Background: an optimization exercise with open tools, aiming at small area, a short achievable clock period and few clock cycles. Do not read the settings as production practice. At most, simulation tests tie the RTL to the original design; equivalence was not proved. Only the layout flow was run in runs 4 to 7; the RTL was not checked for function there. Power and IR drop assume default switching activity.

==> design/flow/design.v <==
module fixed_partition_fit_allocator_unit (
   input  logic        clock,
   input  logic        reset,
   input  logic        csr_wr_en,
   input  logic [0:0]  csr_index,
   input  logic [4:0]  csr_wdata,
   input  logic        req_valid,
   output logic        req_stall,
   input  logic [20:0] req_payload,
   output logic        rsp_valid,
   input  logic        rsp_stall,
   output logic [20:0] rsp_payload
);
   localparam int N = 16;
   function automatic logic [1:0] cmp16(input logic [15:0] a, input logic [15:0] b);
      logic [15:0] g, e;
      g = a & ~b;
      e = ~(a ^ b);
      for (int st = 1; st < 16; st = st * 2)
         for (int k = 0; k < 16; k += 2 * st) begin
            g[k] = g[k+st] | (e[k+st] & g[k]);
            e[k] = e[k+st] & e[k];
         end
      cmp16 = {g[0], e[0]};
   endfunction
   function automatic logic [8:0] sub8(input logic [7:0] a, input logic [7:0] b);
      logic [7:0] g, t, gg, tt, ng, nt;
      g  = ~a & b;                          
      t  = ~a | b;                          
      gg = g;
      tt = t;
      for (int d = 1; d < 8; d = d * 2) begin
         ng = gg;
         nt = tt;
         for (int i = d; i < 8; i++) begin
            ng[i] = gg[i] | (tt[i] & gg[i-d]);
            nt[i] = tt[i] & tt[i-d];
         end
         gg = ng;
         tt = nt;
      end
      sub8[0] = a[0] ^ b[0];
      for (int i = 1; i < 8; i++) sub8[i] = a[i] ^ b[i] ^ gg[i-1];
      sub8[8] = gg[7];
   endfunction
   function automatic logic two16(input logic [15:0] x);
      logic [15:0] a, t;
      a = x;
      t = '0;
      for (int st = 1; st < 16; st = st * 2)
         for (int k = 0; k < 16; k += 2 * st) begin
            t[k] = t[k] | t[k+st] | (a[k] & a[k+st]);
            a[k] = a[k] | a[k+st];
         end
      two16 = t[0];
   endfunction
   logic            pol_next_q;
   logic            pol_bw_q;           
   logic            md_q;               
   logic [4:0]      count_q;
   logic [3:0]      ptr_q;              
   logic [N-1:0]    nf_a_q, nf_b_q, nf_e_q;
   logic [N-1:0]    used_q;
   logic [N-1:0]    fresh_q;
   logic [15:0]     size_q [N];
   logic            rf_act_q;
   logic            rf_is_q;            
   logic [15:0]     want_x_q, want_y_q;
   logic [15:0]     size3;              
   logic [2:0]      rf_ph_q;
   logic            need_q;
   logic            v1_q, fe1_q, rf1_q, op1_q;
   logic [N-1:0]    dec1_q;             
   logic [15:0]     w1_q;
   logic [N-1:0]    r1_q;               
   logic            v2_q, gr2_q;
   logic [N-1:0]    pick2_q;            
   logic [15:0]     b2_q;               
   logic            v3_q, gr3_q, bo3_q;
   logic [3:0]      idx3_q;
   logic [7:0]      lo3_q, hi3_q;
   logic freeze, accept, fe_issue, rf_issue;
   logic        in_op;
   logic [3:0]  in_idx;
   logic [15:0] in_w;
   assign in_op  = req_payload[20];
   assign in_idx = req_payload[19:16];
   assign in_w   = req_payload[15:0];
   assign freeze    = v3_q & rsp_stall;
   assign req_stall = freeze | rf_act_q | (req_valid & in_op & need_q);
   assign accept    = req_valid & ~req_stall & ~reset;
   logic [N-1:0] act;
   always_comb
      for (int i = 0; i < N; i++) act[i] = (count_q > 5'(i));
   logic         ld1;                   
   logic         s1_op;
   logic [3:0]   s1_idx;
   logic [15:0]  want;
   logic [1:0]   cr [N];
   logic [1:0]   fcr;
   logic [N-1:0] r1;
   assign ld1    = v1_q & ~op1_q;
   assign s1_op  = ~rf_act_q & in_op;
   assign s1_idx = rf_is_q ? idx3_q : rf_act_q ? lo_idx : in_idx;
   assign want   = (in_w & want_y_q) | want_x_q;
   assign fcr    = cmp16(w1_q, want);
   always_comb
      for (int i = 0; i < N; i++) begin
         logic ge_i, le_i, hi_i;
         cr[i] = (ld1 && dec1_q[i]) ? fcr : cmp16(size_q[i], want);
         ge_i  = cr[i][1] | cr[i][0];
         le_i  = ~cr[i][1];
         hi_i  = (4'(i) > s1_idx);
         r1[i] = s1_op ? (ge_i & act[i]) : ((hi_i ^ md_q) ? ge_i : le_i);
      end
   assign fe_issue = rf_act_q & (rf_ph_q == 3'd0) & ~v1_q & ~v2_q & ~v3_q & ~(&fresh_q);
   assign rf_issue = rf_is_q;
   logic rf_is_d;
   assign rf_is_d = req_valid & in_op & need_q & rf_act_q & (rf_ph_q == 3'd2);
   always_ff @(posedge clock) begin
      if (reset) begin
         v1_q  <= 1'b0;
         fe1_q <= 1'b0;
         rf1_q <= 1'b0;
      end else if (!freeze) begin
         v1_q  <= accept;
         fe1_q <= fe_issue;
         rf1_q <= rf_issue;
      end
   end
   always_ff @(posedge clock)
      if (!freeze) begin
         op1_q  <= s1_op;
         for (int i = 0; i < N; i++) dec1_q[i] <= (s1_idx == 4'(i));
         w1_q   <= want;
         r1_q   <= r1;
      end
   logic [N-1:0] upd2, ld2;
   logic         do_req2;
   assign do_req2 = v1_q & op1_q & ~freeze;
   always_comb
      for (int i = 0; i < N; i++) begin
         upd2[i] = (ld1 | rf1_q) & dec1_q[i];
         ld2[i]  = ld1 & dec1_q[i];
      end
   always_ff @(posedge clock)
      for (int i = 0; i < N; i++)
         if (ld2[i] && !freeze) size_q[i] <= w1_q;
   logic [N-1:0] ord [N];
   for (genvar i = 0; i < N; i++) begin : g_row
      for (genvar j = i + 1; j < N; j++) begin : g_col
         always_ff @(posedge clock) begin
            if (upd2[i])      ord[i][j] <= r1_q[j];
            else if (upd2[j]) ord[i][j] <= r1_q[i];
         end
      end
   end
   logic [N-1:0] fit;
   logic [N-1:0] beats [N];
   logic [N-1:0] win;
   logic         any_fit;
   assign fit     = r1_q & ~used_q;
   assign any_fit = |fit;
   always_comb begin
      for (int i = 0; i < N; i++) beats[i] = '0;
      for (int i = 0; i < N; i++)
         for (int j = i + 1; j < N; j++) begin
            beats[i][j] = nf_a_q[i] | nf_b_q[j] | (ord[i][j] & nf_e_q[i]);
            beats[j][i] = ~beats[i][j];
         end
      for (int i = 0; i < N; i++) begin
         win[i] = fit[i];
         for (int j = 0; j < N; j++)
            if (j != i) win[i] = win[i] & (~fit[j] | beats[i][j]);
      end
   end
   logic [N-1:0] win_ge, fit_at, p_at, p_all;
   logic [3:0]   win_idx;
   always_comb begin
      fit_at = fit & nf_a_q;
      p_at   = fit_at;
      p_all  = fit;
      for (int d = 1; d < N; d = d * 2)
         for (int i = N - 1; i >= d; i--) begin
            p_at[i]  = p_at[i]  | p_at[i-d];
            p_all[i] = p_all[i] | p_all[i-d];
         end
      win_ge = p_at[N-1] ? p_at : p_all;
      win_idx = '0;
      for (int i = 0; i < N; i++)
         if (win[i]) win_idx = win_idx | 4'(i);
   end
   always_ff @(posedge clock) begin
      if (reset) used_q <= '0;
      else used_q <= (used_q | (win & {N{do_req2}})) & ~ld2;
   end
   logic [N-1:0] start_therm;
   logic [1:0]   new_pol;
   logic [4:0]   new_count;
   logic         csr_we;
   logic         nf_upd;
   assign csr_we = csr_wr_en & ~reset;
   assign nf_upd = do_req2 & pol_next_q & any_fit;
   always_comb begin
      for (int i = 0; i < N; i++) start_therm[i] = (4'(i) >= ptr_q);
      new_pol   = (csr_index == 1'b0) ? csr_wdata[1:0]
                : {pol_next_q | (pol_bw_q & md_q), pol_bw_q};
      new_count = (csr_index == 1'b1) ? csr_wdata : count_q;
   end
   always_ff @(posedge clock) begin
      if (reset) begin
         pol_next_q <= 1'b0;
         pol_bw_q   <= 1'b0;
         count_q    <= 5'd16;
      end else if (csr_we) begin
         pol_next_q <= (new_pol == 2'd2);
         pol_bw_q   <= new_pol[0];
         count_q    <= new_count;
      end
   end
   logic         csr_d_q;
   logic [N-1:0] s_new;
   logic         nf_new;
   assign s_new  = (pol_next_q && ({1'b0, ptr_q} < count_q)) ? start_therm : '1;
   assign nf_new = ~pol_bw_q;
   always_ff @(posedge clock) begin
      if (reset) csr_d_q <= 1'b0;
      else csr_d_q <= csr_we;
   end
   always_ff @(posedge clock) begin
      if (reset) begin
         ptr_q  <= 4'd0;
         nf_a_q <= '1;
         nf_b_q <= '0;
         nf_e_q <= '1;
      end else if (csr_d_q) begin
         nf_a_q <= {N{nf_new}} & s_new;
         nf_b_q <= {N{nf_new}} & ~s_new;
         nf_e_q <= {N{~nf_new}} | s_new;
      end else if (nf_upd) begin
         ptr_q  <= win_idx;
         nf_a_q <= win_ge;
         nf_b_q <= ~win_ge;
         nf_e_q <= win_ge;
      end
   end
   always_ff @(posedge clock) begin
      if (reset) begin
         md_q    <= 1'b0;
         fresh_q <= '0;
      end else if (csr_we && new_pol[0] && (new_pol[1] != md_q)) begin
         md_q    <= new_pol[1];
         fresh_q <= '0;
      end else begin
         fresh_q <= fresh_q | upd2;
      end
   end
   logic [N-1:0] stale, stale_lo;
   logic         two_nx, below;
   logic [3:0]   lo_idx;
   always_comb begin
      stale = ~fresh_q;
      below = 1'b0;
      for (int i = 0; i < N; i++) begin
         stale_lo[i] = stale[i] & ~below;
         below       = below | stale[i];
      end
      two_nx = two16(~(fresh_q | upd2));
      lo_idx = '0;
      for (int i = 0; i < N; i++)
         if (stale_lo[i]) lo_idx = lo_idx | 4'(i);
   end
   always_ff @(posedge clock) begin
      if (reset) begin
         rf_act_q <= 1'b0;
         rf_is_q  <= 1'b0;
         want_x_q <= '0;
         want_y_q <= '1;
         rf_ph_q  <= 3'd0;
         need_q   <= 1'b0;
      end else begin
         need_q   <= (csr_we ? new_pol[0] : pol_bw_q)
                     & (two_nx | (csr_we & new_pol[0] & (new_pol[1] != md_q)));
         rf_act_q <= req_valid & in_op & need_q;
         rf_is_q  <= rf_is_d;
         want_x_q <= {16{rf_is_d}} & size3;
         want_y_q <= {16{~rf_is_d}} | size3;
         if (!rf_act_q || rf_ph_q == 3'd4) rf_ph_q <= 3'd0;
         else if (rf_ph_q != 3'd0 || fe_issue) rf_ph_q <= rf_ph_q + 3'd1;
      end
   end
   always_ff @(posedge clock) begin
      if (reset) v2_q <= 1'b0;
      else if (!freeze) v2_q <= v1_q;
   end
   always_ff @(posedge clock)
      if (!freeze) begin
         gr2_q   <= ~op1_q | any_fit;
         pick2_q <= op1_q ? win : dec1_q;
         b2_q    <= (op1_q & any_fit) ? w1_q : 16'd0;
      end
   logic [3:0]  idx3;
   always_comb begin
      idx3  = '0;
      size3 = '0;
      for (int i = 0; i < N; i++) begin
         if (pick2_q[i]) idx3 = idx3 | 4'(i);
         size3 = size3 | (size_q[i] & {16{pick2_q[i]}});
      end
   end
   always_ff @(posedge clock) begin
      if (reset) v3_q <= 1'b0;
      else if (!freeze) v3_q <= v2_q;
   end
   logic [8:0] lo3, hi3;
   assign lo3 = sub8(size3[7:0], b2_q[7:0]);
   assign hi3 = sub8(size3[15:8], b2_q[15:8]);
   always_ff @(posedge clock)
      if (!freeze) begin
         gr3_q  <= gr2_q;
         idx3_q <= idx3;
         lo3_q  <= lo3[7:0];
         bo3_q  <= lo3[8];
         hi3_q  <= hi3[7:0];
      end
   logic [8:0] hi4;
   assign hi4 = sub8(hi3_q, {7'd0, bo3_q});
   assign rsp_valid   = v3_q;
   assign rsp_payload = {gr3_q, idx3_q, hi4[7:0], lo3_q};
endmodule
==> design/flow/flow/run.sh <==
#!/bin/bash
# Layout flow: the standard flow (standard.sh) with one change: the
# port buffers are buf_4 cells instead of the default delay buffers.
# Synthesis and everything else are the standard flow's.
set -o pipefail
export BUFFER_PORTS_ARGS="-buffer_cell sky130_fd_sc_hd__buf_4"
bash standard.sh > standard.log 2>&1
status=$?
echo "standard.sh exit $status"
exit $status
==> design/flow/standard.sh <==
#!/bin/bash
# synth_recipe.tcl (not shown) runs the flow's synth.tcl, then flattens the netlist and writes it again
# the make line also repeats each setting of config.mk as NAME=value (left out here)
make -C /OpenROAD-flow-scripts/flow DESIGN_CONFIG=/design/flow/config.mk WORK_HOME=/design/flow/orfs CLKGATE_MAP_FILE= SYNTH_SCRIPT=/design/flow/synth_recipe.tcl "${@:-finish}"
==> design/flow/config.mk <==
export PLATFORM = sky130hd
export DESIGN_NAME = fixed_partition_fit_allocator_unit
export DESIGN_NICKNAME = fixed_partition_fit_allocator_unit
export VERILOG_FILES = /design/flow/design.v
export SDC_FILE = /design/flow/constraint.sdc
export NUM_CORES = 4
export LEC_CHECK = 0
export CAP_MARGIN = 20
export CORE_MARGIN = 2
export CORE_UTILIZATION = 40
export PLACE_DENSITY = 0.55
export SETUP_SLACK_MARGIN = 1.9
export SLEW_MARGIN = 20
==> design/flow/constraint.sdc <==
create_clock -name core_clock -period 5.0 [get_ports {clock}]
set_input_delay 1.0000 -clock core_clock [delete_from_list [all_inputs] [get_ports {clock}]]
set_output_delay 1.0000 -clock core_clock [all_outputs]
set_load 0.01 [all_outputs]
==> results of run 1 <==
## worst register-to-register path, cell delays in order (launching register included)
cell and delay [ns]:
dfxtp_1 0.31, a21o_1 0.16, clkinvlp_4 0.16, buf_12 0.18, buf_4 0.19, ha_1 0.31
nand4_1 0.23, nor2_2 0.32, nand3_1 0.26, a21oi_2 0.30, o22ai_4 0.12, mux2_4 0.33
a21oi_2 0.11
## stage by stage
stage | util | hold WS [ns] | cell area (um^2) | total power [mW]
6_report | 0.484 | 0.460 | 41200 | 14.3
5_1_grt | 0.484 | 0.470 | 41200 | 14.7
4_1_cts | 0.470 | 0.473 | 40100 | 14.1
3_5_place_dp | 0.428 | 0.456 | 36500 | 8.39
3_3_place_gp | 0.428 | 0.458 | 36500 | 8.37
2_1_floorplan | - | 0.400 | 34500 | 7.29
## Yosys cell counts, types with 23 or more instances
cell type  number
dfxtp_1       133
and2_1         43
inv_1          93
a21o_1        175
nand4_1        54
o22ai_1        59
a211oi_1      152
o21ai_0       104
edfxtp_1      480
clkbuf_1      179
nor4_1         32
a21oi_1       138
nor2b_1        31
o211ai_1       25
and3_1         31
nand3_1        93
nor2_1        226
nor3_1         48
a211o_1        24
a22oi_1       128
nand2b_1       23
a22o_1         25
nand2_1       324
ha_1          308
a221oi_1       41
## registers in the layout, summed over array words and instances (netlist names), 15 cells and up
name      count
nf_a_q       16
want_y_q     16
r1_q         16
pick2_q      16
nf_e_q       15
dec1_q       16
fresh_q      16
want_x_q     16
used_q       16
size_q      256
ord         120
w1_q         16
nf_b_q       15
b2_q         16
## where the power goes
group          internal (mW)  switching [mW]
sequential              5.75           0.273
clock                   3.20            2.33
combinational           1.02            1.69
## worst min-delay path by stage
stage             to  slack (ns)  startpoint  cells past startpoint
2_1_floorplan  gr3_q        0.40       gr2_q                      0
3_3_place_gp   rf1_q        0.46       rf1_q                      2
3_5_place_dp   gr3_q        0.46       gr2_q                      0
4_1_cts        gr3_q        0.47       gr2_q                      0
5_1_grt        gr3_q        0.47       gr2_q                      0
6_report       gr3_q        0.46       gr2_q                      0
## repair_timing
action	4_1_cts	5_1_grt
resized for setup	109	141
buffers inserted	81	52
endpoints found under the setup margin	99	67
pin swaps	38	82
gates cloned	0	4
## routing by layer
layer | track usage | wire length [um] | vias up
met5 | 0 | 27 | -
met4 | 0.258 | 14200 | 4
met3 | 0.0562 | 12700 | 526
met2 | 0.572 | 74000 | 1831
met1 | 0.436 | 61200 | 15200
li1 | - | - | 12900
## cells by family after synthesis
logic type / Yosys count
compound gates: 999
simple gates: 967
flops: 613
fa+ha+maj: 310
buf+inv: 305
xor+xnor: 31
mux: 27
## area by class of cell
class	instances	area, um^2	area share
multi-input combinational	2336	17100	0.416
sequential	613	17100	0.415
tap	1144	1430	0.0347
inverter	94	390	0.00947
timing repair buffer	313	2710	0.0657
clock inverter	32	313	0.00759
antenna	1	2.50	0.0000607
clock buffer	103	2160	0.0523
==> summary.txt, run 1 <==
Finish
  – Area growth, synth to finish: 19.9%
  – Filler Cells Inserted: just under 8000
  – Final Non-Filler Cells: between 4000 and 5000
  – NumNets Final: approximately 3800
  – Most common library cell in the layout ignoring fill and taps: edfxtp_1
  – Commonest cells after routing, fill and taps aside: edfxtp_1, nand2_1, ha_1, buf_4, nor2_1
  – Share of cells above drive strength 1: 0.187

Critical path
  – Critical path buffers and inverters: 4
  – CP Class: in2reg
  – Reg2Reg Launch Point: want_y_q[9]
  – CP Data Required Time: about 5.5 ns
  – Crit path max-delay family: simple AND/OR/NAND/NOR gates
  – Setup crit end kind: flop
  – Crit path depth: 13
  – Reg2reg setup slack: between 1.5 and 2 ns
  – Slowest-stage cell, CP: mux2_4
  – Setup crit start: req_payload[9]
  – Cell Chain, Critical Path: buf_6 > a21o_1 > clkinvlp_4 > buf_12 > buf_4 > ha_1 > nand4_1 > nor2_2 > nand3_1 > a21oi_2 > o22ai_4 > mux2_4 > a21oi_2
  – Most frequent CP cell: a21oi_2
  – Worst r2r dst: r1_q[8]
  – Max stage delay on crit path: 0.33 ns
  – Crit start category: primary input
  – R2R depth: 12
  – Critical Path Fanout Max: 9
  – Critical Path AT: 3.72 ns
  – CP endpoint: r1_q[8]

Synthesis
  – Register area share after synthesis: 0.497
  – Synth Cell Area: approximately 34000 um^2
  – Synth top area share: 0.419
  – Main combinational cell family by area after synthesis: compound AO/OA/AOI/OAI gates
  – Distinct cells, synth: between 80 and 90
  – Yosys reg bits: between 600 and 700
  – Synth Instances: 3252
  – Xor/xnor share of the synthesized area: 0.00790
  – EDFF count, synth: 480
  – Adder-cell share of the synthesized area: 0.113
  – Ranking of synthesized cells by area: edfxtp_1, ha_1, dfxtp_1
  – Synth area leader: edfxtp_1
  – Yosys warns: 5
  – Simple-gate share of the synthesized area: 0.134
  – Mapped Nets: around 3600
  – Post-synthesis mux area share: 0.00826
  – Mapped Avg Cell Area: approximately 11 um^2
  – Top_reg_cell synth: edfxtp_1
  – Ys async rst share: 0
  – Compound-Gate Fraction of Synth Area: 0.205

Timing
  – Final WS setup: between 1.5 and 2 ns
  – Worst relative slew slack: 0.207
  – Unrepaired setup endpoints after global routing: yes
  – Least-Margin Pin Slew: between 1 and 1.5 ns
  – Final hold violation count: 0
  – Fin crit share: 0.647
  – Setup Skew: 0.0258 ns
  – Tmin final: 3.23 ns
  – Max Clk Rate: a little over 300 MHz
  – Max Transition Viols Final: 0
  – Final setup violation count: 0
  – Setup TNS: 0 ns

Clock tree
  – Clock root buffer master: clkbuf_16
  – CTS tree: built
  – Num Clock Sinks: between 600 and 700
  – Clock latency (worst-skew pair): around 0.64 ns
  – CTS Buf Count: 74
  – Cts hold-fix bufs: 0
  – Largest buffer count on any clock path: 3
  – CTS H-tree depth: 3
  – Clk slew on worst S/H paths: 0.06 ns

Floorplanning
  – Rows: between 100 and 150
  – Starting Density: 0.404
  – Io pins: 55
  – Die W: 297 um
  – Die H: 297 um
  – Die area: 88300 um^2
  – Core area: around 85000 um^2

Pwr
  – Pwr dens: about 350 nW/um^2
  – Worst IR drop on VDD: between 300 and 400 uV
  – P_leak: between 15 and 20 nW

Detailed routing
  – # DRC: 0
  – DR iter-0 viols: ~3700
  – Vias: about 30000
  – DR WL/cell: ~35 um
  – Avg Vias per Cell: between 6 and 7
  – Post-Route WL: between 150000 and 200000 um
  – Initial DRT Pass Iterations: 8
  – Post-route ant nets: 0

Place
  – Routability congestion estimate: 1.01
  – Placed insts: around 4400
  – Port Buf Inserts: 54
  – HPWL after DPL: approximately 120000 um
  – Pre-CTS setup slack: 0.916 ns

GRT
  – Vias in the first global route: slightly below 30000
  – Initial antenna violation count: 5
  – First-pass GRT wire length: 225000 um
  – Total global routing overflow: 0
  – Largest net degree at the start of global routing: between 100 and 150
  – Tot GR Track Use: 0.356

Job
  – MaxCap Viol Count: 0

Outcome
  – Status: timing/DRC/antenna clean

Hold path
  – Worst hold path class: reg2reg
Testbench counts, summed over its fixed seeds: cycles 5,056.
==> inputs of run 2 (changes only) <==
--- a/design/flow/config.mk
+++ b/design/flow/config.mk
@@ -8,6 +8,6 @@
 export CAP_MARGIN = 20
 export CORE_MARGIN = 2
 export CORE_UTILIZATION = 40
-export PLACE_DENSITY = 0.55
-export SETUP_SLACK_MARGIN = 1.9
+export PLACE_DENSITY = 0.6
+export SETUP_SLACK_MARGIN = 2.0
 export SLEW_MARGIN = 20
==> summary.txt, run 2 <==
Synthesis
  – Mapped Avg Cell Area: around 11 um^2
  – Ranking of synthesized cells by area: edfxtp_1, ha_1, dfxtp_1
  – Commonest cells in the synthesized netlist: edfxtp_1, nand2_1, ha_1
  – Top_reg_cell synth: edfxtp_1
  – Synth area leader: edfxtp_1
  – Yosys reg bits: 613
  – Mapped Nets: about 3600
  – Ys async rst share: 0
  – Synth Instances: 3252
  – Yosys warns: 5
  – Register area share after synthesis: 0.497
  – Distinct cells, synth: 86
  – Synth Cell Area: 34400 um^2
  – EDFF count, synth: between 400 and 500
  – Synth top area share: 0.419
  – Cell with the most instances after synthesis: edfxtp_1

Timing
  – Tmin final: about 3.2 ns
  – Fin crit share: 0.643
  – Final hold violation count: 0
  – Setup TNS: 0 ns
  – Least-Margin Pin Slew: ~1.1 ns
  – Unrepaired setup endpoints after global routing: yes
  – Max Clk Rate: around 310 MHz
  – Max Transition Viols Final: 0
  – Setup Skew: between 0.03 and 0.04 ns
  – Final setup violation count: 0
  – Worst relative slew slack: 0.284
  – Final WS setup: approximately 1.8 ns

Place
  – Port Buf Inserts: 54
  – Routability congestion estimate: roughly 1.1
  – Pre-CTS setup slack: roughly 0.9 ns
  – HPWL after DPL: roughly 100000 um

Clock tree
  – Clock latency (worst-skew pair): 0.65 ns
  – Largest buffer count on any clock path: 3
  – Clk slew on worst S/H paths: 0.06 ns
  – CTS H-tree depth: 3
  – CTS tree: built
  – Clock root buffer master: clkbuf_16
  – Num Clock Sinks: a little over 600
  – CTS Buf Count: 69

Critical path
  – Crit start category: flop
  – Reg2Reg Launch Point: pick2_q[12]
  – Reg2reg setup slack: between 1.5 and 2 ns
  – CP Class: reg2out
  – Setup crit start: bo3_q
  – Slowest-stage cell, CP: edfxtp_1
  – Worst r2r dst: hi3_q[7]
  – Most frequent CP cell: buf_4
  – CP endpoint: rsp_payload[14]
  – CP Data Required Time: about 4.0 ns
  – Critical Path AT: about 2.2 ns
  – Critical Path Fanout Max: 2
  – R2R depth: 16
  – Max stage delay on crit path: around 0.47 ns
  – Setup crit end kind: output port
  – Cell Chain, Critical Path: ha_4 > buf_4 > buf_4 > ha_1 > nand2_2 > nor3_2 > xor2_1 > buf_4

Finish
  – Share of cells above drive strength 1: 0.171
  – Most common library cell in the layout ignoring fill and taps: edfxtp_1
  – Biggest register: size_q
  – Area growth, synth to finish: 18.2%
  – Biggest regs: size_q x256, ord x120
  – Commonest cells after routing, fill and taps aside: edfxtp_1, nand2_1, ha_1, buf_4, nor2_1
  – Largest register FFs: roughly 260
  – Filler Cells Inserted: a little under 8000
  – NumNets Final: 3724

Detailed routing
  – # DRC: 0
  – Met2 WL post-DR: approximately 65000 um
  – Avg Vias per Cell: 6.41
  – DR WL/cell: between 30 and 40 um
  – DR iter-0 viols: ~3900
  – Post-route ant nets: 0
  – M1 WL: approximately 58000 um
  – Max Used Layer: met5
  – Vias: approximately 29000
  – Initial DRT Pass Iterations: 6
  – Routed met3 length: 13200 um
  – Post-Route WL: about 150000 um

Floorplanning
  – Rows: around 110
  – Die H: roughly 300 um
  – Die area: ~90000 um^2
  – Starting Density: 0.404
  – Die W: approximately 300 um
  – Io pins: 55
  – Core area: around 85000 um^2

Outcome
  – Status: timing/DRC/antenna clean

Pwr
  – Pwr dens: approximately 340 nW/um^2
  – Worst IR drop on VDD: 275 uV
  – Final Power: roughly 14 mW
  – P_leak: ~16 nW

GRT
  – First-pass GRT wire length: 205000 um
  – Initial antenna violation count: 3
  – Total global routing overflow: 0
  – Largest net degree at the start of global routing: 55
  – Tot GR Track Use: 0.320
  – Vias in the first global route: 28100

Hold path
  – Worst hold path class: reg2reg

Job
  – MaxCap Viol Count: 0
[run 2: cell counts after synthesis]
No cell type changed its count.
[run 2: per-stage QoR]
stage                     utilization  instances  area (um^2)  hold slack [ns]
after global placement          0.427       4347        36300            0.404
after floorplan                     -       3252        34500            0.400
final                           0.477       4582        40600            0.416
after global routing            0.477       4581        40600            0.421
after CTS                       0.467       4555        39800            0.415
after detailed placement        0.427       4347        36300            0.406
[run 2: how the worst min path moves through the flow]
stage / to / start / cells past startpoint / slack, ns
finish: gr3_q / gr2_q / 0 / 0.42
global route: gr3_q / gr2_q / 0 / 0.42
CTS: gr3_q / gr2_q / 0 / 0.41
detailed placement: gr3_q / gr2_q / 0 / 0.41
global placement: gr3_q / gr2_q / 0 / 0.40
floorplan: gr3_q / gr2_q / 0 / 0.40
[run 2: cell families (layout without fill, tap and decap cells)]
group	after synthesis	in the layout	share of synthesized area
adders and majority gates	310	310	0.113
AOI/OAI and AO/OA	999	999	0.205
xor gates and xnor gates	31	31	0.00790
buffers and inverters	305	489	0.0346
other	0	1	0
muxes	27	27	0.00826
DFF	613	613	0.497
and+or+nand+nor	967	968	0.134
[run 2: metal layers]
layer | global-route usage | vias up
met1 | 0.427 | 14500
li1 | - | 12800
met3 | 0.0506 | 421
met2 | 0.496 | 1745
met4 | 0.185 | 2
met5 | 0 | -
[run 2: final cells by class]
type	instances	area, um^2	share of cell area
Inverter	94	403	0.00992
Timing Repair Buffer	269	2210	0.0544
Clock inverter	40	430	0.0106
Multi-Input combinational cell	2335	17200	0.423
Antenna cell	1	2.50	0.0000616
Sequential cell	613	17100	0.421
Tap cell	1144	1430	0.0352
Clock buffer	86	1870	0.0461
[run 2: repair_timing]
| action | CTS | global route |
|---|---|---|
| setup endpoints to repair | 229 | 81 |
| pin swaps | 48 | 75 |
| cloned | 1 | 0 |
| hold buffers | 0 | 0 |
| gates resized for setup | 127 | 129 |
| buffers inserted | 81 | 26 |
[run 2: critical path, delay by kind of cell (launching register included)]
family	cells	cell delay, ns
DFF	1	0.47
adders and majority gates	2	0.43
buffers and inverters	3	0.40
xor gates and xnor gates	1	0.15
and+or+nand+nor	2	0.13
[run 2: report_power, final]
part / leakage [nW] / switching, mW / total (mW) / internal [mW]
Combinational: 9.67 / 1.59 / 2.57 / 0.981
Sequential: 5.63 / 0.247 / 6.00 / 5.75
Clock: 1.12 / 2.25 / 5.25 / 3.00
==> inputs of run 3 (changes only) <==
--- a/design/flow/config.mk
+++ b/design/flow/config.mk
@@ -5,9 +5,10 @@
 export SDC_FILE = /design/flow/constraint.sdc
 export NUM_CORES = 4
 export LEC_CHECK = 0
-export CAP_MARGIN = 20
+export CAP_MARGIN = 10
 export CORE_MARGIN = 2
 export CORE_UTILIZATION = 40
+export HOLD_SLACK_MARGIN = 0
 export PLACE_DENSITY = 0.6
-export SETUP_SLACK_MARGIN = 2.0
-export SLEW_MARGIN = 20
+export SETUP_SLACK_MARGIN = 1.9
+export SLEW_MARGIN = 10
==> summary.txt, run 3 <==
Clock tree
  – Largest buffer count on any clock path: 3
  – Num Clock Sinks: between 600 and 700
  – Clock latency (worst-skew pair): approximately 0.64 ns
  – Clock root buffer master: clkbuf_16
  – Clk slew on worst S/H paths: 0.06 ns
  – CTS Buf Count: 69
  – CTS tree: built
  – CTS H-tree depth: 3

Timing
  – Max Transition Viols Final: 0
  – Final WS setup: around 1.9 ns
  – Unrepaired setup endpoints after global routing: yes
  – Least-Margin Pin Slew: about 1.1 ns
  – Fin crit share: 0.624
  – Tmin final: between 3 and 4 ns
  – Setup Skew: 0.0228 ns
  – Hold_ws: ~0.42 ns
  – Final hold violation count: 0
  – Max Clk Rate: 320 MHz
  – Setup TNS: 0 ns
  – Final setup violation count: 0
  – Worst relative slew slack: 0.250

Floorplanning
  – Die W: 297 um
  – Die area: slightly below 90000 um^2
  – Die H: 297 um
  – Core area: ~85000 um^2
  – Rows: around 110
  – Starting Density: 0.404
  – Io pins: 55

Synthesis
  – Compound-Gate Fraction of Synth Area: 0.205
  – Yosys warns: 5
  – Mapped Nets: approximately 3600
  – Post-synthesis mux area share: 0.00826
  – Main combinational cell family by area after synthesis: compound AO/OA/AOI/OAI gates
  – Distinct cells, synth: 86
  – EDFF count, synth: 480
  – Ys async rst share: 0
  – Top_reg_cell synth: edfxtp_1
  – Synth Instances: ~3300
  – Register area share after synthesis: 0.497
  – Commonest cells in the synthesized netlist: edfxtp_1, nand2_1, ha_1
  – Mapped Avg Cell Area: roughly 11 um^2
  – Yosys reg bits: between 600 and 700
  – Synth top area share: 0.419
  – Xor/xnor share of the synthesized area: 0.00790
  – Cell with the most instances after synthesis: edfxtp_1
  – Ranking of synthesized cells by area: edfxtp_1, ha_1, dfxtp_1
  – Synth area leader: edfxtp_1
  – Adder-cell share of the synthesized area: 0.113
  – Synth Cell Area: 34400 um^2
  – Simple-gate share of the synthesized area: 0.134

Detailed routing
  – # DRC: 0
  – DR iter-0 viols: 3992
  – Post-route ant nets: 0
  – Initial DRT Pass Iterations: 8
  – Post-Route WL: around 150000 um
  – Avg Vias per Cell: approximately 6.5
  – Vias: about 29000
  – DR WL/cell: 31.9 um

Critical path
  – Setup crit end kind: flop
  – Reg2reg setup slack: approximately 1.9 ns
  – Crit start category: primary input
  – Critical Path AT: ~3.5 ns
  – CP Data Required Time: around 5.4 ns
  – CP Class: in2reg
  – Critical Path Fanout Max: 9

Finish
  – Share of cells above drive strength 1: 0.156
  – NumNets Final: ~3700
  – Reg area: about 17000 um^2
  – Ant diodes: 0
  – Area growth, synth to finish: 17.0%
  – Biggest regs: size_q x256, ord x120
  – Largest register FFs: roughly 260
  – Final Util: 0.472
  – Filler Cells Inserted: between 7000 and 8000
  – Design Area, Final: approximately 40000 um^2
  – Biggest register: size_q
  – Most common library cell in the layout ignoring fill and taps: edfxtp_1
  – Final Non-Filler Cells: 4569
  – Multi-input gate area: between 15000 and 20000 um^2
  – Commonest cells after routing, fill and taps aside: edfxtp_1, nand2_1, ha_1, buf_4, nor2_1

Place
  – Placed Area: 36300 um^2
  – Placed insts: between 4000 and 5000
  – HPWL after DPL: approximately 100000 um
  – Port Buf Inserts: 54
  – Routability congestion estimate: 1.05
  – Pre-CTS setup slack: 0.889 ns

GRT
  – Total global routing overflow: 0
  – Vias in the first global route: approximately 28000
  – Tot GR Track Use: 0.320
  – Initial antenna violation count: 2
  – First-pass GRT wire length: ~200000 um
  – Largest net degree at the start of global routing: 55

Pwr
  – Worst IR drop on VDD: approximately 290 uV
  – Final Power: between 10 and 15 mW
  – Pwr dens: 344 nW/um^2
  – P_leak: roughly 16 nW

Hold path
  – Worst hold path class: reg2reg

Job
  – MaxCap Viol Count: 0

Outcome
  – Status: timing/DRC/antenna clean
## run 3: cell types whose count changed in the layout (fill, tap and decap cells not counted), moves of 4 or more
cell	change
a211oi_1	+4
a21oi_1	+5
a21oi_2	-4
buf_6	-6
clkbuf_1	+4
nand3_1	+4
nand3_2	-4
o21ai_0	+4
o22ai_4	-4
## run 3: repair_timing
action	CTS	global route
gates cloned	0	1
endpoints found under the hold margin	0	0
pin swaps	29	47
buffers inserted	62	32
hold buffers	0	0
gates resized for setup	82	104
setup endpoints to repair	184	63
## run 3: cells by family (layout without fill, tap and decap cells)
group,count (synthesis),after routing
adders and majority gates,310,310
AOI/OAI and AO/OA,999,999
muxes,27,27
and+or+nand+nor,967,967
buffers and inverters,305,478
DFF,613,613
xor gates and xnor gates,31,31
## run 3: critical path: stages
cell	delay (ns)
buf_4	0.08
a21o_1	0.15
clkinvlp_4	0.18
buf_6	0.18
buf_4	0.18
ha_4	0.22
and3_1	0.17
a221o_1	0.38
a21oi_2	0.19
o21a_1	0.16
a2bb2oi_2	0.16
o311a_1	0.22
o21a_1	0.14
a311oi_1	0.05
## run 3: area by class of cell
class                           count  area share
Tap cell                         1144      0.0356
Clock buffer                       95      0.0492
Clock inverter                     32     0.00865
Timing Repair Buffer              257      0.0516
Sequential cell                   613       0.425
Inverter                           94     0.00971
Multi-Input combinational cell   2334       0.421
## run 3: metal layers
layer | vias to the layer above | global-route usage | part of all wire
li1 | 12700 | - | -
met1 | 14400 | 0.421 | 0.40
met2 | 1892 | 0.493 | 0.44
met3 | 465 | 0.0584 | 0.095
met4 | 4 | 0.189 | 0.071
met5 | - | 0 | 0.00019
## run 3: path summary, 6_finish.rpt
check                 start  endpoint  depth (start not counted)
max          req_payload[4]  r1_q[11]                         14
min                   gr2_q     gr3_q                          0
max reg2reg      nf_b_q[15]  ptr_q[1]                          8
min reg2reg           gr2_q     gr3_q                          0
## run 3: power by group
group / internal [mW] / switching, mW
Clock: 3.10 / 2.22
Sequential: 5.75 / 0.254
Combinational: 0.942 / 1.55
==> inputs of run 4 (changes only) <==
--- a/design/flow/design.v
+++ b/design/flow/design.v
@@ -59,7 +59,7 @@
    logic            md_q;               
    logic [4:0]      count_q;
    logic [3:0]      ptr_q;              
-   logic [N-1:0]    nf_a_q, nf_b_q, nf_e_q;
+   logic [N-1:0]    nf_a_q, nf_e_q;
    logic [N-1:0]    used_q;
    logic [N-1:0]    fresh_q;
    logic [15:0]     size_q [N];
@@ -165,7 +165,7 @@
       for (int i = 0; i < N; i++) beats[i] = '0;
       for (int i = 0; i < N; i++)
          for (int j = i + 1; j < N; j++) begin
-            beats[i][j] = nf_a_q[i] | nf_b_q[j] | (ord[i][j] & nf_e_q[i]);
+            beats[i][j] = nf_a_q[i] | ~nf_e_q[j] | (ord[i][j] & nf_e_q[i]);
             beats[j][i] = ~beats[i][j];
          end
       for (int i = 0; i < N; i++) begin
@@ -231,16 +231,13 @@
       if (reset) begin
          ptr_q  <= 4'd0;
          nf_a_q <= '1;
-         nf_b_q <= '0;
          nf_e_q <= '1;
       end else if (csr_d_q) begin
          nf_a_q <= {N{nf_new}} & s_new;
-         nf_b_q <= {N{nf_new}} & ~s_new;
          nf_e_q <= {N{~nf_new}} | s_new;
       end else if (nf_upd) begin
          ptr_q  <= win_idx;
          nf_a_q <= win_ge;
-         nf_b_q <= ~win_ge;
          nf_e_q <= win_ge;
       end
    end
--- a/design/flow/config.mk
+++ b/design/flow/config.mk
@@ -5,10 +5,9 @@
 export SDC_FILE = /design/flow/constraint.sdc
 export NUM_CORES = 4
 export LEC_CHECK = 0
-export CAP_MARGIN = 10
+export CAP_MARGIN = 20
 export CORE_MARGIN = 2
 export CORE_UTILIZATION = 40
-export HOLD_SLACK_MARGIN = 0
 export PLACE_DENSITY = 0.6
 export SETUP_SLACK_MARGIN = 1.9
-export SLEW_MARGIN = 10
+export SLEW_MARGIN = 20
==> summary.txt, run 4 <==
Detailed routing
  – DR WL/cell: about 32 um
  – # DRC: 0
  – Avg Vias per Cell: about 6.4
  – DR iter-0 viols: 3563
  – Initial DRT Pass Iterations: 6
  – Post-route ant nets: 0
  – Post-Route WL: 146000 um
  – Vias: slightly below 30000

Timing
  – Max Clk Rate: ~310 MHz
  – Tmin final: about 3.2 ns
  – Final hold violation count: 0
  – Setup Skew: between 0.02 and 0.025 ns
  – Final setup violation count: 0
  – Worst relative slew slack: 0.246
  – Final WS setup: 1.80 ns
  – Setup TNS: 0 ns
  – Max Transition Viols Final: 0
  – Hold_ws: between 0.4 and 0.5 ns
  – Least-Margin Pin Slew: between 1 and 1.5 ns
  – Fin crit share: 0.641
  – Unrepaired setup endpoints after global routing: yes

Critical path
  – R2R depth: 9
  – Critical Path Fanout Max: 2
  – Reg2Reg Launch Point: nf_e_q[14]
  – Crit start category: flop
  – Slowest-stage cell, CP: edfxtp_1
  – Critical Path AT: 2.20 ns
  – Max stage delay on crit path: about 0.58 ns
  – CP Data Required Time: about 4.0 ns
  – Crit path max-delay family: flip-flops
  – CP Class: reg2out
  – Setup crit end kind: output port
  – Critical path buffers and inverters: 2
  – Worst r2r dst: ptr_q[3]
  – Cell Chain, Critical Path: ha_4 > buf_4 > ha_4 > nand2_2 > nor3_2 > xor2_1 > buf_4
  – Reg2reg setup slack: roughly 1.9 ns
  – Crit path depth: 7

Clock tree
  – Num Clock Sinks: roughly 600
  – Clock root buffer master: clkbuf_16
  – Largest buffer count on any clock path: 3
  – CTS H-tree depth: 3
  – Cts hold-fix bufs: 0
  – CTS Buf Count: 69
  – CTS tree: built
  – Clock latency (worst-skew pair): approximately 0.64 ns
  – Clk slew on worst S/H paths: around 0.06 ns

Hold path
  – Hold path startpoint: gr2_q
  – Hold Path End: gr3_q
  – Hold Path Stages: 0
  – Worst hold path class: reg2reg

Place
  – HPWL after DPL: 107000 um
  – Port Buf Inserts: 54
  – Placed Area: 36300 um^2
  – Placed insts: approximately 4300
  – Pre-CTS setup slack: roughly 0.82 ns
  – Routability congestion estimate: approximately 1.0

Synthesis
  – Synth Instances: between 3000 and 4000
  – Synth Cell Area: 34000 um^2
  – Ys async rst share: 0
  – EDFF count, synth: 480
  – Top_reg_cell synth: edfxtp_1
  – Synth top area share: 0.424
  – Ranking of synthesized cells by area: edfxtp_1, ha_1, dfxtp_1
  – Yosys reg bits: around 600
  – Yosys warns: 5
  – Register area share after synthesis: 0.494
  – Mapped Avg Cell Area: 10.6 um^2
  – Distinct cells, synth: 92
  – Cell with the most instances after synthesis: edfxtp_1
  – Synth area leader: edfxtp_1
  – Commonest cells in the synthesized netlist: edfxtp_1, nand2_1, ha_1
  – Mapped Nets: around 3600

Pwr
  – Pwr dens: 337 nW/um^2
  – Final Power: approximately 14 mW
  – Worst IR drop on VDD: around 250 uV
  – P_leak: approximately 16 nW

Finish
  – Design Area, Final: around 40000 um^2
  – Final Non-Filler Cells: approximately 4600
  – NumNets Final: approximately 3700
  – Biggest register: size_q
  – Commonest cells after routing, fill and taps aside: edfxtp_1, nand2_1, ha_1, buf_4, nor2_1
  – Final Util: 0.478
  – Filler Cells Inserted: roughly 8000
  – Reg area: roughly 17000 um^2
  – Largest register FFs: 256
  – Multi-input gate area: ~17000 um^2
  – Most common library cell in the layout ignoring fill and taps: edfxtp_1
  – Area growth, synth to finish: 18.0%
  – Biggest regs: size_q x256, ord x120
  – Share of cells above drive strength 1: 0.172

Outcome
  – Status: timing/DRC/antenna clean

Floorplanning
  – Core area: ~84000 um^2
  – Die H: around 300 um
  – Die area: approximately 87000 um^2
  – Rows: about 110
  – Starting Density: 0.405
  – Die W: ~300 um
  – Io pins: 55

GRT
  – Total global routing overflow: 0
  – First-pass GRT wire length: around 210000 um
  – Initial antenna violation count: 2
  – Tot GR Track Use: 0.331
  – Largest net degree at the start of global routing: 63
  – Vias in the first global route: 28300

Job
  – MaxCap Viol Count: 0
run 4: changes by cell type after synthesis, sizes merged, moves of 14 or more:
cell	before	now
nor2	227	206
buf	31	45
a211o	24	10
clkbuf	180	159
dfxtp	133	119
a21oi	140	158
run 4: area by class of cell:
cell class                      instances  share of cell area
Antenna cell                            1           0.0000623
Sequential cell                       599               0.419
Timing Repair Buffer                  275              0.0559
Clock inverter                         37             0.00998
Multi-Input combinational cell       2310               0.422
Inverter                              106              0.0114
Clock buffer                           90              0.0462
Tap cell                             1134              0.0354
run 4: how the worst max path moves through the flow:
stage / slack (ns) / to / startpoint
CTS: 1.72 / rsp_payload[15] / bo3_q
global route: 1.72 / rsp_payload[15] / bo3_q
global placement: 0.83 / r1_q[14] / req_payload[9]
finish: 1.80 / rsp_payload[14] / bo3_q
detailed placement: 0.82 / r1_q[9] / req_payload[9]
floorplan: 1.64 / r1_q[2] / req_payload[7]
run 4: cell families (layout without fill, tap and decap cells):
family	Yosys count	in the layout	synth area share
compound gates	981	982	0.203
xor+xnor	31	31	0.00798
other cells	0	1	0
simple gates	961	961	0.136
mux	26	26	0.00824
buf+inv	310	508	0.0362
fa+ha+maj	310	310	0.114
flops	599	599	0.494
run 4: what timing repair did:
item                                    in CTS  in global routing
endpoints found under the setup margin      68                 72
cloned                                       1                  0
gates resized for setup                     79                122
buffers inserted                            46                 33
hold endpoints to repair                     0                  0
pin swaps                                   11                 46
run 4: power breakdown:
part	internal (mW)	switching [mW]	leakage (nW)	total, mW
logic	0.931	1.59	9.66	2.52
registers	5.64	0.245	5.51	5.88
clock network	2.96	2.17	1.11	5.13
run 4: per-layer routing:
| layer | part of all wire | vias up | routed length (um) | global-route usage |
|---|---|---|---|---|
| li1 | - | 12700 | - | - |
| met1 | 0.39 | 14300 | 56800 | 0.417 |
| met2 | 0.44 | 1762 | 64700 | 0.518 |
| met3 | 0.085 | 481 | 12400 | 0.0586 |
| met4 | 0.083 | 2 | 12200 | 0.230 |
| met5 | 0.00010 | - | 15 | 0 |
==> inputs of run 5 (changes only) <==
--- a/design/flow/design.v
+++ b/design/flow/design.v
@@ -111,7 +111,8 @@
          ge_i  = cr[i][1] | cr[i][0];
          le_i  = ~cr[i][1];
          hi_i  = (4'(i) > s1_idx);
-         r1[i] = s1_op ? (ge_i & act[i]) : ((hi_i ^ md_q) ? ge_i : le_i);
+         r1[i] = s1_op ? (ge_i & act[i])
+                       : (((hi_i ^ md_q) ? ge_i : le_i) & (s1_idx != 4'(i)));
       end
    assign fe_issue = rf_act_q & (rf_ph_q == 3'd0) & ~v1_q & ~v2_q & ~v3_q & ~(&fresh_q);
    assign rf_issue = rf_is_q;
@@ -150,8 +151,7 @@
    for (genvar i = 0; i < N; i++) begin : g_row
       for (genvar j = i + 1; j < N; j++) begin : g_col
          always_ff @(posedge clock) begin
-            if (upd2[i])      ord[i][j] <= r1_q[j];
-            else if (upd2[j]) ord[i][j] <= r1_q[i];
+            if (upd2[i] || upd2[j]) ord[i][j] <= r1_q[i] | r1_q[j];
          end
       end
    end
==> summary.txt, run 5 <==
Clock tree
  – Num Clock Sinks: 599
  – CTS H-tree depth: 3
  – Largest buffer count on any clock path: 3
  – Clock root buffer master: clkbuf_16
  – Clk slew on worst S/H paths: 0.06 ns
  – Clock latency (worst-skew pair): approximately 0.66 ns
  – CTS Buf Count: 71
  – Cts hold-fix bufs: 0
  – CTS tree: built

Synthesis
  – Top_reg_cell synth: edfxtp_1
  – Register area share after synthesis: 0.496
  – Synth area leader: edfxtp_1
  – Cell with the most instances after synthesis: edfxtp_1
  – Distinct cells, synth: about 110
  – EDFF count, synth: between 400 and 500
  – Ranking of synthesized cells by area: edfxtp_1, ha_1, dfxtp_1
  – Mapped Avg Cell Area: ~11 um^2
  – Synth Cell Area: 33800 um^2
  – Ys async rst share: 0
  – Commonest cells in the synthesized netlist: edfxtp_1, nand2_1, ha_1
  – Mapped Nets: roughly 3500
  – Synth top area share: 0.426
  – Yosys reg bits: 599
  – Yosys warns: 5
  – Synth Instances: about 3200

Place
  – Routability congestion estimate: 1.06
  – HPWL after DPL: ~100000 um
  – Port Buf Inserts: 54

Floorplanning
  – Rows: ~110
  – Io pins: 55
  – Die H: about 290 um
  – Core area: roughly 84000 um^2
  – Die area: 86900 um^2
  – Die W: 295 um
  – Starting Density: 0.404

Critical path
  – Setup crit end kind: output port
  – Critical Path Fanout Max: 2
  – Worst r2r dst: ptr_q[1]
  – CP endpoint: rsp_payload[15]
  – CP Class: reg2out
  – Reg2Reg Launch Point: r1_q[14]
  – CP Data Required Time: 4.00 ns
  – Critical Path AT: between 2 and 2.5 ns
  – Crit start category: flop
  – Setup crit start: bo3_q
  – Reg2reg setup slack: roughly 1.9 ns
  – R2R depth: 7

Detailed routing
  – Avg Vias per Cell: about 6.4
  – Post-Route WL: between 100000 and 150000 um
  – Initial DRT Pass Iterations: 6
  – # DRC: 0
  – DR iter-0 viols: ~3700
  – Post-route ant nets: 0
  – DR WL/cell: ~32 um
  – Vias: between 20000 and 30000

Timing
  – Setup Skew: 0.0320 ns
  – Final setup violation count: 0
  – Worst relative slew slack: 0.338
  – Least-Margin Pin Slew: 0.994 ns
  – Setup TNS: 0 ns
  – Tmin final: 3.26 ns
  – Fin crit share: 0.653
  – Max Clk Rate: 306 MHz
  – Max Transition Viols Final: 0
  – Final hold violation count: 0
  – Unrepaired setup endpoints after global routing: yes

Finish
  – Area growth, synth to finish: 17.7%
  – Final Util: 0.476
  – NumNets Final: between 3000 and 4000
  – Share of cells above drive strength 1: 0.200
  – Commonest cells after routing, fill and taps aside: edfxtp_1, nand2_1, ha_1, buf_4, nor2_1
  – Largest register FFs: ~260
  – Biggest regs: size_q x256, ord x120
  – Most common library cell in the layout ignoring fill and taps: edfxtp_1
  – Biggest register: size_q

Pwr
  – Worst IR drop on VDD: 347 uV
  – P_leak: approximately 16 nW
  – Pwr dens: 351 nW/um^2

GRT
  – Met1 usage: 0.416
  – Tot GR Track Use: 0.321
  – M3 GR Usage: 0.0549
  – Most used routing layer: met2
  – Total global routing overflow: 0
  – First-pass GRT wire length: around 200000 um
  – Largest net degree at the start of global routing: just over 80
  – Vias in the first global route: between 20000 and 30000
  – Grt met2 use: 0.489
  – Initial antenna violation count: 4

Hold path
  – Worst hold path class: reg2reg

Outcome
  – Status: timing/DRC/antenna clean

Job
  – MaxCap Viol Count: 0
## run 5: changes by cell type after synthesis, moves of 9 or more
cell      change
nand3_1       +9
nor2_1       -32
nor2b_1       -9
a21o_1       -94
o21a_1       +11
and3_1       -11
or2_2       +126
a221oi_1      +9
a211oi_1     -14
clkbuf_1     -18
a22oi_1      -11
nand2_1      -15
## run 5: how the worst min path moves through the flow
stage	startpoint	endpoint	cells past startpoint
2_1_floorplan	gr2_q	gr3_q	0
3_3_place_gp	gr2_q	gr3_q	0
3_5_place_dp	gr2_q	gr3_q	0
4_1_cts	gr2_q	gr3_q	0
5_1_grt	gr2_q	gr3_q	0
6_report	gr2_q	gr3_q	0
## run 5: cells by family after synthesis
logic type	synth area share
xor+xnor	0.00673
mux	0.00655
simple gates	0.149
compound gates	0.192
buf+inv	0.0345
flops	0.496
fa+ha+maj	0.115
## run 5: critical path, cell delays in order (launching register included)
cell,delay [ns]
edfxtp_1,0.55
ha_4,0.23
nand2_4,0.06
nor4_4,0.17
nor3b_4,0.26
xor2_1,0.19
buf_4,0.15
## run 5: metal layers
layer | share of wire | vias to the layer above | routed length (um)
li1 | - | 12400 | -
met1 | 0.39 | 14100 | 55400
met2 | 0.44 | 1808 | 62700
met3 | 0.090 | 489 | 12700
met4 | 0.079 | 2 | 11200
met5 | 0.000056 | - | 8
## run 5: area by class of cell
type	count	area, um^2
Inverter	111	440
Timing Repair Buffer	241	1990
Multi-Input combinational cell	2270	16700
Clock inverter	46	677
Sequential cell	599	16800
Antenna cell	2	5.00
Fill cell	7769	43900
Tap cell	1134	1420
Clock buffer	85	1840
## run 5: power breakdown
group	internal (mW)	leakage [nW]	total (mW)	switching, mW
Sequential	5.64	5.50	5.91	0.265
Clock	3.34	1.19	5.63	2.29
Combinational	0.954	9.14	2.46	1.51
## run 5: timing repair
action / 4_1_cts / 5_1_grt
endpoints found under the hold margin: 0 / 0
pin swaps: 13 / 52
cloned: 1 / 0
endpoints found under the setup margin: 96 / 50
resized for setup: 94 / 120
buffers inserted: 45 / 46
## run 5: per-stage QoR
stage	std cells	total power [mW]	cell area, um^2	hold slack, ns	setup WS (ns)
2_1_floorplan	3161	7.15	33900	0.400	1.39
3_3_place_gp	4262	8.09	35700	0.408	0.979
3_5_place_dp	4263	8.09	35700	0.413	0.903
4_1_cts	4440	13.8	38900	0.426	1.69
5_1_grt	4488	14.4	39800	0.442	1.69
6_report	4488	14.0	39800	0.427	1.74
==> inputs of run 6 (changes only) <==
--- a/design/flow/config.mk
+++ b/design/flow/config.mk
@@ -9,5 +9,5 @@
 export CORE_MARGIN = 2
 export CORE_UTILIZATION = 40
 export PLACE_DENSITY = 0.6
-export SETUP_SLACK_MARGIN = 1.9
+export SETUP_SLACK_MARGIN = 2.0
 export SLEW_MARGIN = 20
==> summary.txt, run 6 <==
Critical path
  – CP endpoint: rsp_payload[15]
  – Setup crit start: bo3_q
  – R2R depth: 12
  – Critical Path AT: about 2.3 ns
  – Crit start category: flop
  – Worst r2r dst: r1_q[1]
  – Critical Path Fanout Max: 2
  – Setup crit end kind: output port
  – Reg2Reg Launch Point: want_y_q[5]
  – Reg2reg setup slack: 1.88 ns
  – CP Class: reg2out
  – CP Data Required Time: roughly 4.0 ns

Timing
  – Final hold violation count: 0
  – Final setup violation count: 0
  – Unrepaired setup endpoints after global routing: yes
  – Max Transition Viols Final: 0
  – Setup TNS: 0 ns
  – Tmin final: approximately 3.3 ns
  – Fin crit share: 0.651
  – Final WS setup: ~1.7 ns
  – Least-Margin Pin Slew: around 0.98 ns
  – Max Clk Rate: a little over 300 MHz
  – Worst relative slew slack: 0.344
  – Setup Skew: 0.0308 ns

Pwr
  – Pwr dens: between 300 and 400 nW/um^2
  – Worst IR drop on VDD: 347 uV
  – P_leak: roughly 16 nW
  – Final Power: 14.1 mW

Floorplanning
  – Rows: roughly 110
  – Io pins: between 50 and 60
  – Die W: slightly below 300 um
  – Die area: 86900 um^2
  – Die H: roughly 290 um
  – Starting Density: 0.404
  – Core area: between 80000 and 90000 um^2

Clock tree
  – Clock root buffer master: clkbuf_16
  – Clk slew on worst S/H paths: about 0.06 ns
  – Clock latency (worst-skew pair): 0.66 ns
  – CTS tree: built
  – CTS Buf Count: 71
  – CTS H-tree depth: 3
  – Num Clock Sinks: between 500 and 600
  – Largest buffer count on any clock path: 3

Synthesis
  – EDFF count, synth: 480
  – Ys async rst share: 0
  – Cell with the most instances after synthesis: edfxtp_1
  – Yosys warns: 5
  – Ranking of synthesized cells by area: edfxtp_1, ha_1, dfxtp_1
  – Top_reg_cell synth: edfxtp_1
  – Synth area leader: edfxtp_1
  – Mapped Nets: 3503
  – Yosys reg bits: ~600
  – Synth Instances: between 3000 and 4000
  – Synth Cell Area: 33800 um^2
  – Synth top area share: 0.426
  – Mapped Avg Cell Area: 10.7 um^2
  – Register area share after synthesis: 0.496
  – Distinct cells, synth: ~110
  – Commonest cells in the synthesized netlist: edfxtp_1, nand2_1, ha_1

GRT
  – Largest net degree at the start of global routing: approximately 80
  – First-pass GRT wire length: ~200000 um
  – Vias in the first global route: between 20000 and 30000
  – Total global routing overflow: 0
  – Tot GR Track Use: 0.323
  – Initial antenna violation count: 6

Finish
  – Multi-input gate area: ~17000 um^2
  – Share of cells above drive strength 1: 0.214
  – NumNets Final: roughly 3700
  – Biggest register: size_q
  – Area growth, synth to finish: 18.9%
  – Filler Cells Inserted: approximately 7700
  – Biggest regs: size_q x256, ord x120
  – Commonest cells after routing, fill and taps aside: edfxtp_1, nand2_1, ha_1, buf_4, nor2_1
  – Largest register FFs: around 260
  – Most common library cell in the layout ignoring fill and taps: edfxtp_1
  – Reg area: ~17000 um^2

Place
  – Routability congestion estimate: 1.06
  – Port Buf Inserts: 54
  – HPWL after DPL: between 100000 and 150000 um
  – Pre-CTS setup slack: approximately 0.9 ns

Hold path
  – Worst hold path class: reg2reg
  – Hold path startpoint: gr2_q

Detailed routing
  – Initial DRT Pass Iterations: 8
  – Max Used Layer: met4
  – DR WL/cell: approximately 32 um
  – # DRC: 0
  – Post-route ant nets: 0
  – M1 WL: approximately 55000 um
  – Avg Vias per Cell: between 6 and 7
  – Vias: between 20000 and 30000
  – Post-Route WL: 143000 um
  – Met2 WL post-DR: roughly 63000 um
  – Routed met3 length: roughly 13000 um
  – DR iter-0 viols: 4187

Job
  – MaxCap Viol Count: 0

Outcome
  – Status: timing/DRC/antenna clean
run 6: cell counts after synthesis:
Identical to the previous run, type by type.
run 6: layout make-up:
| cell class | count | area share |
|---|---|---|
| antenna | 5 | 0.000311 |
| clock buffer | 85 | 0.0457 |
| clock inverter | 46 | 0.0168 |
| inverter | 111 | 0.0110 |
| multi-input combinational | 2270 | 0.420 |
| sequential | 599 | 0.418 |
| tap | 1134 | 0.0353 |
| timing repair buffer | 255 | 0.0530 |
run 6: power by group:
group / leakage (nW) / switching [mW] / total [mW] / internal (mW)
Sequential: 5.50 / 0.247 / 5.89 / 5.64
Combinational: 9.25 / 1.56 / 2.56 / 1.00
Clock: 1.19 / 2.28 / 5.63 / 3.34
Total: 15.9 / 4.09 / 14.1 / 9.99
run 6: cell families (layout without fill, tap and decap cells):
logic type	Yosys count	in the layout	synth area share
adders and majority gates	311	311	0.115
and+or+nand+nor	1004	1004	0.149
other	0	5	0
buffers and inverters	292	497	0.0345
muxes	20	20	0.00655
DFF	599	599	0.496
xor gates and xnor gates	26	26	0.00673
AOI/OAI and AO/OA	909	909	0.192
run 6: worst min path at each step:
stage / to / slack [ns] / cells past startpoint
after floorplan: gr3_q / 0.40 / 0
after global placement: gr3_q / 0.41 / 0
after detailed placement: gr3_q / 0.41 / 0
after CTS: gr3_q / 0.43 / 0
after global routing: gr3_q / 0.44 / 0
final: gr3_q / 0.43 / 0
run 6: through the flow:
step	util	hold WS [ns]	cell area (um^2)	cells
finish	0.481	0.427	40200	4505
CTS	0.471	0.426	39400	4463
floorplan	-	0.400	33900	3161
global placement	0.427	0.408	35700	4262
global route	0.480	0.442	40200	4502
detailed placement	0.427	0.413	35700	4263
run 6: what timing repair did:
action                     in CTS  in global routing
setup endpoints to repair     104                 56
gates resized for setup       168                105
cloned                          1                  1
hold buffers                    0                  0
pin swaps                      45                 67
buffers inserted               68                 36
run 6: per-layer routing:
| metal | global-route usage | up-vias |
|---|---|---|
| li1 | - | 12500 |
| met1 | 0.415 | 14200 |
| met2 | 0.493 | 1866 |
| met3 | 0.0571 | 514 |
| met4 | 0.229 | 0 |
| met5 | 0 | - |
run 6: worst max-delay path, stage by stage (launching register included):
cell,delay (ns)
edfxtp_1,0.56
ha_4,0.22
nand2_4,0.06
nor4_4,0.16
nor3b_4,0.26
xor2_1,0.19
buf_4,0.15
==> inputs of run 7 (changes only) <==
--- a/design/flow/design.v
+++ b/design/flow/design.v
@@ -59,7 +59,7 @@
    logic            md_q;               
    logic [4:0]      count_q;
    logic [3:0]      ptr_q;              
-   logic [N-1:0]    nf_a_q, nf_e_q;
+   logic [N-1:0]    nf_a_q, nf_b_q, nf_e_q;
    logic [N-1:0]    used_q;
    logic [N-1:0]    fresh_q;
    logic [15:0]     size_q [N];
@@ -78,7 +78,7 @@
    logic [15:0]     b2_q;               
    logic            v3_q, gr3_q, bo3_q;
    logic [3:0]      idx3_q;
-   logic [7:0]      lo3_q, hi3_q;
+   logic [7:0]      lo3_q, hi3_q, hib3_q;   
    logic freeze, accept, fe_issue, rf_issue;
    logic        in_op;
    logic [3:0]  in_idx;
@@ -111,8 +111,7 @@
          ge_i  = cr[i][1] | cr[i][0];
          le_i  = ~cr[i][1];
          hi_i  = (4'(i) > s1_idx);
-         r1[i] = s1_op ? (ge_i & act[i])
-                       : (((hi_i ^ md_q) ? ge_i : le_i) & (s1_idx != 4'(i)));
+         r1[i] = s1_op ? (ge_i & act[i]) : ((hi_i ^ md_q) ? ge_i : le_i);
       end
    assign fe_issue = rf_act_q & (rf_ph_q == 3'd0) & ~v1_q & ~v2_q & ~v3_q & ~(&fresh_q);
    assign rf_issue = rf_is_q;
@@ -151,7 +150,8 @@
    for (genvar i = 0; i < N; i++) begin : g_row
       for (genvar j = i + 1; j < N; j++) begin : g_col
          always_ff @(posedge clock) begin
-            if (upd2[i] || upd2[j]) ord[i][j] <= r1_q[i] | r1_q[j];
+            if (upd2[i])      ord[i][j] <= r1_q[j];
+            else if (upd2[j]) ord[i][j] <= r1_q[i];
          end
       end
    end
@@ -165,7 +165,7 @@
       for (int i = 0; i < N; i++) beats[i] = '0;
       for (int i = 0; i < N; i++)
          for (int j = i + 1; j < N; j++) begin
-            beats[i][j] = nf_a_q[i] | ~nf_e_q[j] | (ord[i][j] & nf_e_q[i]);
+            beats[i][j] = nf_a_q[i] | nf_b_q[j] | (ord[i][j] & nf_e_q[i]);
             beats[j][i] = ~beats[i][j];
          end
       for (int i = 0; i < N; i++) begin
@@ -231,13 +231,16 @@
       if (reset) begin
          ptr_q  <= 4'd0;
          nf_a_q <= '1;
+         nf_b_q <= '0;
          nf_e_q <= '1;
       end else if (csr_d_q) begin
          nf_a_q <= {N{nf_new}} & s_new;
+         nf_b_q <= {N{nf_new}} & ~s_new;
          nf_e_q <= {N{~nf_new}} | s_new;
       end else if (nf_upd) begin
          ptr_q  <= win_idx;
          nf_a_q <= win_ge;
+         nf_b_q <= ~win_ge;
          nf_e_q <= win_ge;
       end
    end
@@ -309,9 +312,10 @@
       if (reset) v3_q <= 1'b0;
       else if (!freeze) v3_q <= v2_q;
    end
-   logic [8:0] lo3, hi3;
-   assign lo3 = sub8(size3[7:0], b2_q[7:0]);
-   assign hi3 = sub8(size3[15:8], b2_q[15:8]);
+   logic [8:0] lo3, hi3, hib3;
+   assign lo3  = sub8(size3[7:0], b2_q[7:0]);
+   assign hi3  = sub8(size3[15:8], b2_q[15:8]);
+   assign hib3 = sub8(b2_q[15:8], size3[15:8]);    
    always_ff @(posedge clock)
       if (!freeze) begin
          gr3_q  <= gr2_q;
@@ -319,9 +323,10 @@
          lo3_q  <= lo3[7:0];
          bo3_q  <= lo3[8];
          hi3_q  <= hi3[7:0];
+         hib3_q <= ~hib3[7:0];
       end
-   logic [8:0] hi4;
-   assign hi4 = sub8(hi3_q, {7'd0, bo3_q});
+   logic [7:0] hi4;
+   assign hi4 = bo3_q ? hib3_q : hi3_q;
    assign rsp_valid   = v3_q;
-   assign rsp_payload = {gr3_q, idx3_q, hi4[7:0], lo3_q};
+   assign rsp_payload = {gr3_q, idx3_q, hi4, lo3_q};
 endmodule
--- a/design/flow/config.mk
+++ b/design/flow/config.mk
@@ -9,5 +9,5 @@
 export CORE_MARGIN = 2
 export CORE_UTILIZATION = 40
 export PLACE_DENSITY = 0.6
-export SETUP_SLACK_MARGIN = 2.0
+export SETUP_SLACK_MARGIN = 1.9
 export SLEW_MARGIN = 20
==> summary.txt, run 7 <==
Detailed routing
  – Initial DRT Pass Iterations: 8
  – DR WL/cell: 31.9 um
  – Met2 WL post-DR: approximately 67000 um
  – # DRC: 0
  – Avg Vias per Cell: about 6.5
  – Post-Route WL: roughly 150000 um
  – Vias: ~31000
  – Routed met3 length: between 15000 and 20000 um
  – DR iter-0 viols: 4470

Finish
  – Area growth, synth to finish: 19.2%
  – Share of cells above drive strength 1: 0.189
  – Most common library cell in the layout ignoring fill and taps: edfxtp_1
  – Biggest register: size_q
  – Commonest cells after routing, fill and taps aside: edfxtp_1, nand2_1, buf_4, ha_1, nor2_1
  – Filler Cells Inserted: just under 8000

Pwr
  – Pwr dens: around 340 nW/um^2
  – P_leak: roughly 17 nW
  – Worst IR drop on VDD: 331 uV
  – Clk pwr share: 0.376
  – P_int: about 10 mW
  – Switching Share: 0.297
  – Seq pwr share: 0.432

Critical path
  – Reg2Reg Launch Point: w1_q[10]
  – Max stage delay on crit path: approximately 0.39 ns
  – Setup crit end kind: flop
  – Critical Path Fanout Max: 5
  – Slowest-stage cell, CP: a21oi_1
  – R2R depth: 11
  – Critical Path AT: roughly 3.6 ns
  – Reg2reg setup slack: 1.87 ns

Hold path
  – Hold path startpoint: gr2_q

Synthesis
  – Ranking of synthesized cells by area: edfxtp_1, ha_1, dfxtp_1
  – Yosys reg bits: 621
  – Synth Cell Area: around 35000 um^2
  – Synth top area share: 0.420
  – Yosys warns: 5
  – Cell with the most instances after synthesis: edfxtp_1
  – Synth Instances: about 3300
  – Commonest cells in the synthesized netlist: edfxtp_1, nand2_1, ha_1
  – Mapped Avg Cell Area: 10.6 um^2
  – Distinct cells, synth: 94
  – Register area share after synthesis: 0.497
  – Mapped Nets: about 3600

GRT
  – Total global routing overflow: 0
  – Vias in the first global route: ~29000
  – Initial antenna violation count: 5
  – Tot GR Track Use: 0.324
  – Largest net degree at the start of global routing: 59

Timing
  – Setup Skew: approximately 0.028 ns
  – Final WS setup: between 1.5 and 2 ns
  – Final setup violation count: 0
  – Least-Margin Pin Slew: ~1.2 ns
  – Final hold violation count: 0
  – Setup TNS: 0 ns
  – Worst relative slew slack: 0.208
  – Tmin final: about 3.2 ns
  – Max Clk Rate: approximately 310 MHz

Floorplanning
  – Die area: between 80000 and 90000 um^2
  – Die H: about 300 um
  – Core area: approximately 87000 um^2
  – Die W: 299 um
  – Starting Density: 0.403
  – Io pins: 55

Job
  – MaxCap Viol Count: 0

Clock tree
  – CTS H-tree depth: 3
  – Num Clock Sinks: 621
  – CTS tree: built
  – Clock root buffer master: clkbuf_16

Outcome
  – Status: timing/DRC/antenna clean

Place
  – Routability congestion estimate: just over 1
  – Pre-CTS setup slack: ~0.8 ns
-- run 7: metrics by stage --
stage          instances  total power, mW  area, um^2  hold WS [ns]
4_1_cts             4633             14.0       40400         0.446
2_1_floorplan       3290             7.49       35000         0.400
5_1_grt             4702             14.6       41600         0.451
3_5_place_dp        4418             8.57       37000         0.433
6_report            4703             14.2       41600         0.441
3_3_place_gp        4418             8.57       37000         0.440
-- run 7: critical path, delay by kind of cell --
family / cells / cell delay, ns
buffers and inverters: 5 / 0.80
muxes: 1 / 0.21
adders and majority gates: 1 / 0.31
AOI/OAI and AO/OA: 6 / 1.26
-- run 7: area by class of cell --
cell class	count	share of cell area
Antenna cell	1	0.0000602
Clock buffer	94	0.0478
Clock inverter	33	0.00822
Inverter	98	0.0103
Multi-Input combinational cell	2356	0.414
Sequential cell	621	0.417
Tap cell	1155	0.0348
Timing Repair Buffer	345	0.0681
-- run 7: per-layer routing --
layer | vias up | global-route usage
met5 | - | 0
met4 | 4 | 0.222
met3 | 562 | 0.0721
met2 | 2097 | 0.508
met1 | 15100 | 0.399
li1 | 13000 | -
-- run 7: timing repair --
action                                  in CTS  in global routing
gates resized for setup                     64                161
cloned                                       0                  3
setup buffers                               88                 66
endpoints found under the setup margin     129                 54
pin swaps                                   21                 66
-- run 7: power groups by stage --
stage / Combinational (mW) / Clock, mW / Sequential [mW]
after CTS: 2.48 / 5.36 / 6.13
after detailed placement: 2.23 / 0 / 6.34
after global routing: 2.86 / 5.56 / 6.13
after global placement: 2.23 / 0 / 6.34
final: 2.73 / 5.33 / 6.12
after floorplan: 1.40 / 0 / 6.09
-- run 7: worst max path at each step --
stage | start | endpoint | slack, ns | cells after the start
3_5_place_dp | req_payload[14] | r1_q[5] | 0.78 | 13
6_report | req_payload[14] | r1_q[5] | 1.78 | 13
3_3_place_gp | req_payload[13] | r1_q[5] | 0.82 | 13
5_1_grt | req_payload[10] | r1_q[0] | 1.75 | 14
4_1_cts | req_payload[14] | r1_q[7] | 1.87 | 11
2_1_floorplan | req_payload[5] | r1_q[2] | 1.55 | 11
-- run 7: kinds of logic (layout without fill, tap and decap cells) --
logic type                 Yosys count  count (layout)  synth area share
AOI/OAI and AO/OA                 1001            1001             0.204
xor gates and xnor gates            32              32           0.00847
adders and majority gates          310             310             0.112
buffers and inverters              313             570            0.0352
DFF                                621             621             0.497
muxes                               37              37            0.0114
other                                0               1                 0
and+or+nand+nor                    976             976             0.133

==> port drivers added, routing unchanged <==
No port has a modelled driver above. Below, the same layouts with a new extraction and two added sets of constraints. Step 1: set_driving_cell puts a clkbuf_16 on clock and a buf_2 on each other input, an assumption about the parent block. Step 2 also shifts input and output timing later by t, the mid clock arrival at the registers, as if the neighbouring blocks saw the same clock. Three values: ideal, step 1, step 2; two values: the first two.
| run | shift t [ns] | slack for setup (ns) |
|---|---|---|
| run 1 | 0.694 | 1.766 / 1.773 / 1.102 |
| run 2 | 0.701 | 1.786 / 1.719 / 1.260 |
| run 3 | 0.693 | 1.878 / 1.817 / 1.216 |
| run 4 | 0.700 | 1.795 / 1.724 / 1.221 |
| run 5 | 0.709 | 1.736 / 1.668 / 1.114 |
| run 6 | 0.710 | 1.744 / 1.675 / 1.120 |
| run 7 | 0.704 | 1.780 / 1.796 / 1.092 |
After both steps setup and hold are still met in every run listed.
